This is an optimization exercise on Yosys and OpenROAD, whose aim is small area, not a production implementation. Only simulation tests tie the RTL to the original design; equivalence was not proved. Power and IR drop assume default switching activity.

==> amber: inputs <==
Design checksum_packet_sync_top, start of the top module:
module checksum_packet_sync_top #(
  parameter int unsigned WORDS_PER_PACKET = 6
) (
  input  wire logic                        clk_i,
  input  wire logic                        rst_ni,
  input  wire logic                        in_valid_i,
  output logic                             in_stall_o,
  input  wire logic [cps_pkg::BYTE_W-1:0]  in_byte_i,
  output logic                             out_valid_o,
  input  wire logic                        out_stall_i,
  output logic [cps_pkg::WORD_W-1:0]       word_0_o,
  output logic [cps_pkg::WORD_W-1:0]       word_1_o,
  output logic [cps_pkg::WORD_W-1:0]       word_2_o,
  output logic [cps_pkg::WORD_W-1:0]       word_3_o,
  output logic [cps_pkg::WORD_W-1:0]       word_4_o
);
clock: 6.0 ns
lec_check: 0
abc_area: 0
cap_margin: 20
core_margin: 2
core_utilization: 80
cts_buf_list: sky130_fd_sc_hd__clkbuf_8
cts_cluster_diameter: 60
cts_cluster_size: 20
slew_margin: 20
standard.sh (not shown) runs the stock make flow with config.mk's settings and CLKGATE_MAP_FILE= SYNTH_SCRIPT=/design/flow/synth_recipe.tcl, a recipe that flattens the netlist after the stock synthesis.
==> flow/flow/run.sh <==
#!/bin/bash
# The standard synthesis, then the standard layout steps with these changes:
#  - inverters moved across full adders, XOR gates and half adders (flow/polarity.py), which removes most of
#    the inverters that synthesis leaves between adders; a Yosys equivalence proof with
#    the registers paired by name must pass, or the standard netlist is kept;
#  - port buffers made from the smallest buffer cell (every port still gets one);
#  - the largest buffers and inverters kept out of placement and timing repair;
#  - clock tree synthesis without dummy loads.
# Each step's output goes to a log of its own here; ORFS's own logs are under orfs/logs.
set -euo pipefail
bash standard.sh synth > synth.log 2>&1

res=orfs/results/sky130hd/checksum_packet_sync_top/base
lib="$FLOW_HOME/platforms/sky130hd/lib/sky130_fd_sc_hd__tt_025C_1v80.lib"
cp "$res/1_2_yosys.v" synth_standard.v
if python3 flow/polarity.py synth_standard.v synth_polarity.v > polarity.log 2>&1; then
  cat > equiv.ys <<EOY
read_liberty -ignore_miss_func $lib
read_verilog synth_standard.v
rename $FLOW_TOP gold
read_verilog synth_polarity.v
rename $FLOW_TOP gate
flatten
async2sync
rename -hide w:*.*
rename -hide w:_*_
rename -hide w:_pol*
opt_clean
equiv_make gold gate eq
hierarchy -top eq
equiv_simple
equiv_induct
equiv_status -assert
EOY
  yosys_bin="$FLOW_HOME/../tools/install/yosys/bin/yosys"
  [[ -x "$yosys_bin" ]] || yosys_bin=yosys
  if "$yosys_bin" -q -l equiv.log equiv.ys > equiv.out 2>&1; then
    cp synth_polarity.v "$res/1_2_yosys.v"
    rm -f "$res/1_synth.odb" "$res/1_synth.sdc"
    echo "using the netlist with moved inverters" >> polarity.log
  else
    echo "equivalence not proven: keeping the standard netlist" >> polarity.log
  fi
fi

plat=$(sed -n '/^export DONT_USE_CELLS/,/^#/p' "$FLOW_HOME/platforms/sky130hd/config.mk" \
  | grep -o 'sky130_fd_sc_hd__[a-z0-9_]*' | tr '\n' ' ')
big="sky130_fd_sc_hd__buf_12 sky130_fd_sc_hd__buf_16 sky130_fd_sc_hd__buf_8 sky130_fd_sc_hd__buf_6
  sky130_fd_sc_hd__bufinv_8 sky130_fd_sc_hd__bufinv_16 sky130_fd_sc_hd__inv_6 sky130_fd_sc_hd__inv_8
  sky130_fd_sc_hd__inv_12 sky130_fd_sc_hd__inv_16 sky130_fd_sc_hd__clkinv_8 sky130_fd_sc_hd__clkinv_16
  sky130_fd_sc_hd__clkbuf_16 sky130_fd_sc_hd__bufbuf_8 sky130_fd_sc_hd__bufbuf_16"
cts="-sink_clustering_enable -repair_clock_nets -sink_clustering_size 20"
cts="$cts -sink_clustering_max_diameter 60 -buf_list sky130_fd_sc_hd__clkbuf_8 -dont_use_dummy_load"
bash standard.sh "DONT_USE_CELLS=$plat $(echo $big)" \
  BUFFER_PORTS_ARGS="-buffer_cell sky130_fd_sc_hd__buf_1" CTS_ARGS="$cts" finish > layout.log 2>&1
Other scripts of this flow, unchanged in this note and not shown: flow/flow/polarity.py
==> violet: changes against amber <==
--- a/flow/design.v
+++ b/flow/design.v
@@ -32,24 +32,15 @@
   logic [4:0]           fill_q;       
   logic [3:0]           k_q;
   logic                 ok1_q, ok2_q, ok3_q;
   logic                 in_xfer;
   logic [7:0]           nx;
   logic [11:0]          na, nb;       
-  logic [7:0]           want;         
-  logic [8:0]           t_zero, t_want;
-  logic [3:0]           n_hi, k_d;
+  logic [7:0]           mk, ma, mb;   
+  logic [3:0]           k_d;
   logic                 zero, match, full, hit;
-  function automatic logic [8:0] low_is(input logic [7:0] a, input logic [7:0] b,
-                                        input logic [7:0] t);
-    logic [7:0] kill;   
-    logic [7:0] bad;
-    kill   = (a & b) | ((a | b) & ~t);
-    bad    = a ^ b ^ t ^ {kill[6:0], 1'b1};
-    low_is = {kill[7], bad};
-  endfunction
   assign in_stall_o  = out_valid_q & out_stall_i;
   assign in_xfer     = in_valid_i & ~in_stall_o;
   assign out_valid_o = out_valid_q;
   assign nx = ~in_byte_i;
   logic [41:0] ts, tc;
   logic [3:0] hs, hc;
@@ -169,21 +160,20 @@
     na[10] = tc[32];
     nb[10] = tc[41];
     na[11] = 1'b0;
     nb[11] = 1'b0;
   end
   always_comb begin
-    want   = 8'd0 - {4'b0, k_q};
-    t_zero = low_is(na[7:0], nb[7:0], 8'd0);
-    t_want = low_is(na[7:0], nb[7:0], want);
-    zero   = (t_zero[7:0] == 8'd0);
-    match  = (t_want[7:0] == 8'd0);
-    n_hi   = na[11:8] + nb[11:8] + {3'b0, zero ? t_zero[8] : t_want[8]};
-    k_d    = n_hi - {3'b0, zero};
-    full   = (fill_q == 5'd23);
-    hit    = full && ok3_q && match;
+    zero  = ((na[7:0] ^ nb[7:0]) == 8'hff);
+    mk    = {4'b0, k_q};
+    ma    = na[7:0] ^ nb[7:0] ^ mk;
+    mb    = {(na[6:0] & nb[6:0]) | (mk[6:0] & (na[6:0] ^ nb[6:0])), 1'b0};
+    match = ((ma ^ mb) == 8'hff);
+    k_d   = na[11:8] + nb[11:8] + {3'b0, na[7] & nb[7]};
+    full  = (fill_q == 5'd23);
+    hit   = full && ok3_q && match;
   end
   always_ff @(posedge clk_i or negedge rst_ni) begin
     if (!rst_ni) begin
       out_valid_q <= 1'b0;
       fill_q      <= '0;
     end else begin
==> lagoon: changes against amber <==
--- a/flow/design.v
+++ b/flow/design.v
@@ -32,24 +32,15 @@
   logic [4:0]           fill_q;       
   logic [3:0]           k_q;
   logic                 ok1_q, ok2_q, ok3_q;
   logic                 in_xfer;
   logic [7:0]           nx;
   logic [11:0]          na, nb;       
-  logic [7:0]           want;         
-  logic [8:0]           t_zero, t_want;
-  logic [3:0]           n_hi, k_d;
+  logic [7:0]           mk, ma, mb;   
+  logic [3:0]           k_d;
   logic                 zero, match, full, hit;
-  function automatic logic [8:0] low_is(input logic [7:0] a, input logic [7:0] b,
-                                        input logic [7:0] t);
-    logic [7:0] kill;   
-    logic [7:0] bad;
-    kill   = (a & b) | ((a | b) & ~t);
-    bad    = a ^ b ^ t ^ {kill[6:0], 1'b1};
-    low_is = {kill[7], bad};
-  endfunction
   assign in_stall_o  = out_valid_q & out_stall_i;
   assign in_xfer     = in_valid_i & ~in_stall_o;
   assign out_valid_o = out_valid_q;
   assign nx = ~in_byte_i;
   logic [41:0] ts, tc;
   logic [3:0] hs, hc;
@@ -169,21 +160,20 @@
     na[10] = tc[32];
     nb[10] = tc[41];
     na[11] = 1'b0;
     nb[11] = 1'b0;
   end
   always_comb begin
-    want   = 8'd0 - {4'b0, k_q};
-    t_zero = low_is(na[7:0], nb[7:0], 8'd0);
-    t_want = low_is(na[7:0], nb[7:0], want);
-    zero   = (t_zero[7:0] == 8'd0);
-    match  = (t_want[7:0] == 8'd0);
-    n_hi   = na[11:8] + nb[11:8] + {3'b0, zero ? t_zero[8] : t_want[8]};
-    k_d    = n_hi - {3'b0, zero};
-    full   = (fill_q == 5'd23);
-    hit    = full && ok3_q && match;
+    zero  = ((na[7:0] ^ nb[7:0]) == 8'hff);
+    mk    = {4'b0, k_q};
+    ma    = na[7:0] ^ nb[7:0] ^ mk;
+    mb    = {(na[6:0] & nb[6:0]) | (mk[6:0] & (na[6:0] ^ nb[6:0])), 1'b0};
+    match = ((ma ^ mb) == 8'hff);
+    k_d   = na[11:8] + nb[11:8] + {3'b0, na[7] & nb[7]};
+    full  = (fill_q == 5'd23);
+    hit   = full && ok3_q && match;
   end
   always_ff @(posedge clk_i or negedge rst_ni) begin
     if (!rst_ni) begin
       out_valid_q <= 1'b0;
       fill_q      <= '0;
     end else begin
CORE_UTILIZATION = 70   (was 80)
==> results.txt <==
Run status: violet timing/DRC/antenna clean; amber timing/DRC/antenna clean; lagoon timing/DRC/antenna clean
Crit path arrival time: violet 5.08 ns; amber 5.19 ns; lagoon 4.93 ns
Reg2Reg Setup Slack: violet 1.04 ns; amber 1.00 ns; lagoon 1.16 ns
Largest net degree at the start of global routing: violet 28; amber 58; lagoon 60
Share of power burned in the clock network: violet 20.5%; amber 17.5%; lagoon 20.8%
Drt initial violations: violet 191; amber 300; lagoon 306
Slowest stage cell, crit path: violet sky130_fd_sc_hd__a21oi_4; amber sky130_fd_sc_hd__fa_2; lagoon sky130_fd_sc_hd__buf_4
Met1 Use GR: violet 34.8%; amber 34.0%; lagoon 28.0%
Power attributed to the clock group: violet 617 uW; amber 616 uW; lagoon 618 uW
Reported leakage power: violet 3.00 nW; amber 3.12 nW; lagoon 2.95 nW
Required time of the worst setup path: violet 6.12 ns; amber 6.19 ns; lagoon 6.09 ns
Net Sw Frac: violet 27.6%; amber 31.0%; lagoon 27.1%
Final design instance area without fill: violet 8570 sq um; amber 8830 sq um; lagoon 8510 sq um
Layout cell share with drive strength beyond 1: violet 7.37%; amber 5.70%; lagoon 5.25%
Cell count after placement: violet 648; amber 684; lagoon 644
Later-pin clock latency in the skew report: violet 0.45 ns; amber 0.45 ns; lagoon 0.47 ns
Detailed route wirelength on metal2: violet 6590 um; amber 7090 um; lagoon 5690 um
Worst setup endpoint: violet win_q[3]; amber k_q[2]; lagoon win_q[85]
Final Instance Count excl. Fillers: violet 665; amber 701; lagoon 661
Cells after Synth: violet 479; amber 522; lagoon 479
Number of iterations in the first detailed-routing pass: violet 5; amber 5; lagoon 4
Number of tap instances: violet 136; amber 140; lagoon 147
Slew at the pin closest to its max-slew limit: violet 0.772 ns; amber 0.744 ns; lagoon 0.722 ns
Width of the chip: violet 108 um; amber 109 um; lagoon 115 um
Switching power summed over all nets: violet 828 uW; amber 1.09 mW; lagoon 805 uW
Core region area: violet 10400 sq um; amber 10800 sq um; lagoon 12000 sq um

-- afterwards: timing with drivers on the ports --
The flow's constraints put no driver on any port. The routed layouts listed below were extracted and timed again, unchanged, in two steps. Step 1 assumes that a clkbuf_16 drives the clock port and a buf_2 every other input. Step 2 adds t to the input delays and takes it off the output delays; t is the mean of the earliest and latest rising clock arrival at the registers after step 1. Input paths then give back, and output paths get back, about the clock's delay inside the block. Slacks: no drivers / after step 1 / after step 2; pairs: no drivers / after step 1.
| run | t (ns) | setup WS [ns] | worst hold slack (ns) | latest minus earliest clock arrival (ns) | worst data-port slew with drivers (ns) |
|---|---|---|---|---|---|
| amber | 0.480 | 1.001 / 1.001 / 0.743 | 0.404 / 0.404 / 0.404 | 0.023 / 0.023 | 0.05 |
| violet | 0.470 | 1.041 / 1.041 / 0.809 | 0.421 / 0.421 / 0.421 | 0.024 / 0.024 | 0.05 |
| lagoon | 0.489 | 1.161 / 1.161 / 0.920 | 0.407 / 0.407 / 0.407 | 0.023 / 0.024 | 0.05 |
After both steps setup and hold are still met in every run listed. The setup slack of amber, which loses most, moves by 0.000 ns with the drivers and by -0.258 ns with both steps.
